This design comes from an exercise in tuning for small area, a short achievable clock period and few clock cycles per item on the open sky130 flow, not from production work.
The RTL was checked by simulation tests, not by an equivalence proof against the original design.

## convex_polygon_sat_overlap_core
module convex_polygon_sat_overlap_core #(
  parameter int MAX_VERTICES = csat_pkg::MAX_VERTICES_DEF,
  parameter int COORD_BITS   = csat_pkg::COORD_BITS_DEF
) (
  input  logic                            clk_i,
  input  logic                            rst_ni,
  input  logic                            in_valid_i,
  output logic                            in_ready_o,
  input  logic [csat_pkg::CMD_W-1:0]      in_command_i,
  input  logic [csat_pkg::FIELD_W-1:0]    in_vertex_x_i,
  input  logic [csat_pkg::FIELD_W-1:0]    in_vertex_y_i,
  output logic                            out_valid_o,
  input  logic                            out_ready_i,
  output logic                            out_overlap_o,
  output logic [csat_pkg::STATUS_W-1:0]   out_status_o
);
Settings: LEC_CHECK=0, ABC_AREA=1, CAP_MARGIN=20, CORE_MARGIN=2, CORE_UTILIZATION=45, PLACE_DENSITY=0.5, SETUP_SLACK_MARGIN=4, SLEW_MARGIN=20, TNS_END_PERCENT=10; clock period 10.0 ns.
run.sh (not shown) runs the stock make flow with config.mk's settings and CLKGATE_MAP_FILE= SYNTH_SCRIPT=/design/flow/synth_recipe.tcl, a recipe that flattens the netlist after the stock synthesis.
Testbench counts at the start, summed over its fixed seeds: cycles 18,017, tests 320.
Then changed:
Settings changed: CORE_UTILIZATION 45 to 55, PLACE_DENSITY 0.5 to 0.62.
Non-clock buffer count goes down by 48; final area shrinks by 1.3%; global-route usage goes up by 6.1 points; sequential share of layout area grows by 0.53 points; area after synthesis stays the same; hold slack stays flat; critical path depth rose by 17; sequential cell count stays the same; routed wire length is lower by about 5.6%.
Then changed:
Settings changed: CORE_UTILIZATION 55 to 48, PLACE_DENSITY 0.62 to 0.55.
What happened: The new run ran to the end with no violations; first-iteration DRC count increases slightly; via count is about the same; routed wire length increases by roughly a tenth; register-to-register slack loses 0.03 ns; cell area increases slightly; hold slack barely changes; setup slack loses 0.026 ns; clock skew decreases by 0.011 ns.
Then changed:
Settings changed: CORE_UTILIZATION 48 to 40, PLACE_DENSITY 0.55 to 0.5.
Effect: Clock-buffer cell count increases by 6. Worst hold slack is about the same. Non-clock buffer count increases by 31.

========
Starting RTL as in the previous note.
==> flow/config.mk <==
export PLATFORM = sky130hd
export DESIGN_NAME = convex_polygon_sat_overlap_core
export DESIGN_NICKNAME = convex_polygon_sat_overlap_core
export VERILOG_FILES = /design/flow/design.v
export SDC_FILE = /design/flow/constraint.sdc
export NUM_CORES = 4
export LEC_CHECK = 0
export CAP_MARGIN = 20
export CORE_MARGIN = 2
export CORE_UTILIZATION = 48
export PLACE_DENSITY = 0.55
export SETUP_SLACK_MARGIN = 4
export SLEW_MARGIN = 20
export TNS_END_PERCENT = 10
==> flow/constraint.sdc <==
create_clock -name core_clock -period 10.0 [get_ports {clk_i}]
set_input_delay 2.0000 -clock core_clock [delete_from_list [all_inputs] [get_ports {clk_i}]]
set_output_delay 2.0000 -clock core_clock [all_outputs]
set_load 0.01 [all_outputs]
Testbench counts at the start, summed over its fixed seeds: cycles 18,017, tests 320.
Change:
Settings changed: CORE_UTILIZATION 48 to 40, PLACE_DENSITY 0.55 to 0.5.
Global-route usage decreases by 4.5 points.
Hold slack improves by 0.0067 ns.
Final area increases by 1.1%.
Final cell count increases by 5.1%.
Non-clock buffer count increases by 31.
Setup slack degrades by 0.061 ns.

========
Another version of the RTL of convex_polygon_sat_overlap_core (not shown whole).
Size in the first run: about 10000 cells after synthesis, roughly 2000 flip-flops, ~0.12 mm² of cells after synthesis.
// convex_polygon_sat_overlap_core
module convex_polygon_sat_overlap_core #(
  parameter int MAX_VERTICES = csat_pkg::MAX_VERTICES_DEF,
  parameter int COORD_BITS   = csat_pkg::COORD_BITS_DEF
) (
  input  logic                            clk_i,
  input  logic                            rst_ni,
  input  logic                            in_valid_i,
  output logic                            in_ready_o,
  input  logic [csat_pkg::CMD_W-1:0]      in_command_i,
  input  logic [csat_pkg::FIELD_W-1:0]    in_vertex_x_i,
  input  logic [csat_pkg::FIELD_W-1:0]    in_vertex_y_i,
  output logic                            out_valid_o,
  input  logic                            out_ready_i,
  output logic                            out_overlap_o,
  output logic [csat_pkg::STATUS_W-1:0]   out_status_o
);
clock: 10.0 ns
lec_check: 0
cap_margin: 20
core_margin: 2
core_utilization: 40
setup_slack_margin: 4
slew_margin: 20
Testbench counts at the start, summed over its fixed seeds: cycles 18,133, tests 320.
Rerun with:
Settings changed: PLACE_DENSITY from default to 0.5, TNS_END_PERCENT from default to 10.
The new run went through all stages and came out clean.
Setup slack improved by 0.24 ns.
Utilization goes up by 0.10 points.
Design area stays flat.
Routed wire length grows by about 6.4%.

[separate check: timing with driven ports]
How much do the figures lean on ideal ports? The routed layouts below were timed once more, with nothing changed but the port constraints.
Step 1 assumes that a clkbuf_16 drives the clock port and a buf_2 every other input.
Step 2 adds t to the input delays and takes it off the output delays; t is the mean of the earliest and latest rising clock arrival at the registers after step 1. Input paths then give back, and output paths get back, about the clock's delay inside the block.
Slacks: ideal ports / drivers / drivers and shift; pairs: ideal ports / drivers.
run | t, ns | setup slack, ns | worst slew at a driven data input, ns
the first run of note 1 | 1.001 | 3.679 / 3.679 / 3.679 | 0.10
the second run of note 1 | 0.980 | 3.806 / 3.806 / 3.806 | 0.08
the third run of note 1 | 1.019 | 3.780 / 3.780 / 3.780 | 0.39
the fourth run of note 1 | 1.009 | 3.773 / 3.773 / 3.773 | 0.12
the first run of note 2 | 0.961 | 3.601 / 3.601 / 3.601 | 0.07
the second run of note 2 | 1.003 | 3.540 / 3.540 / 3.540 | 0.10
the first run of note 3 | 0.975 | 3.383 / 3.383 / 3.383 | 0.07
the second run of note 3 | 0.991 | 3.620 / 3.620 / 3.620 | 0.09
After both steps setup and hold are still met in every run listed.
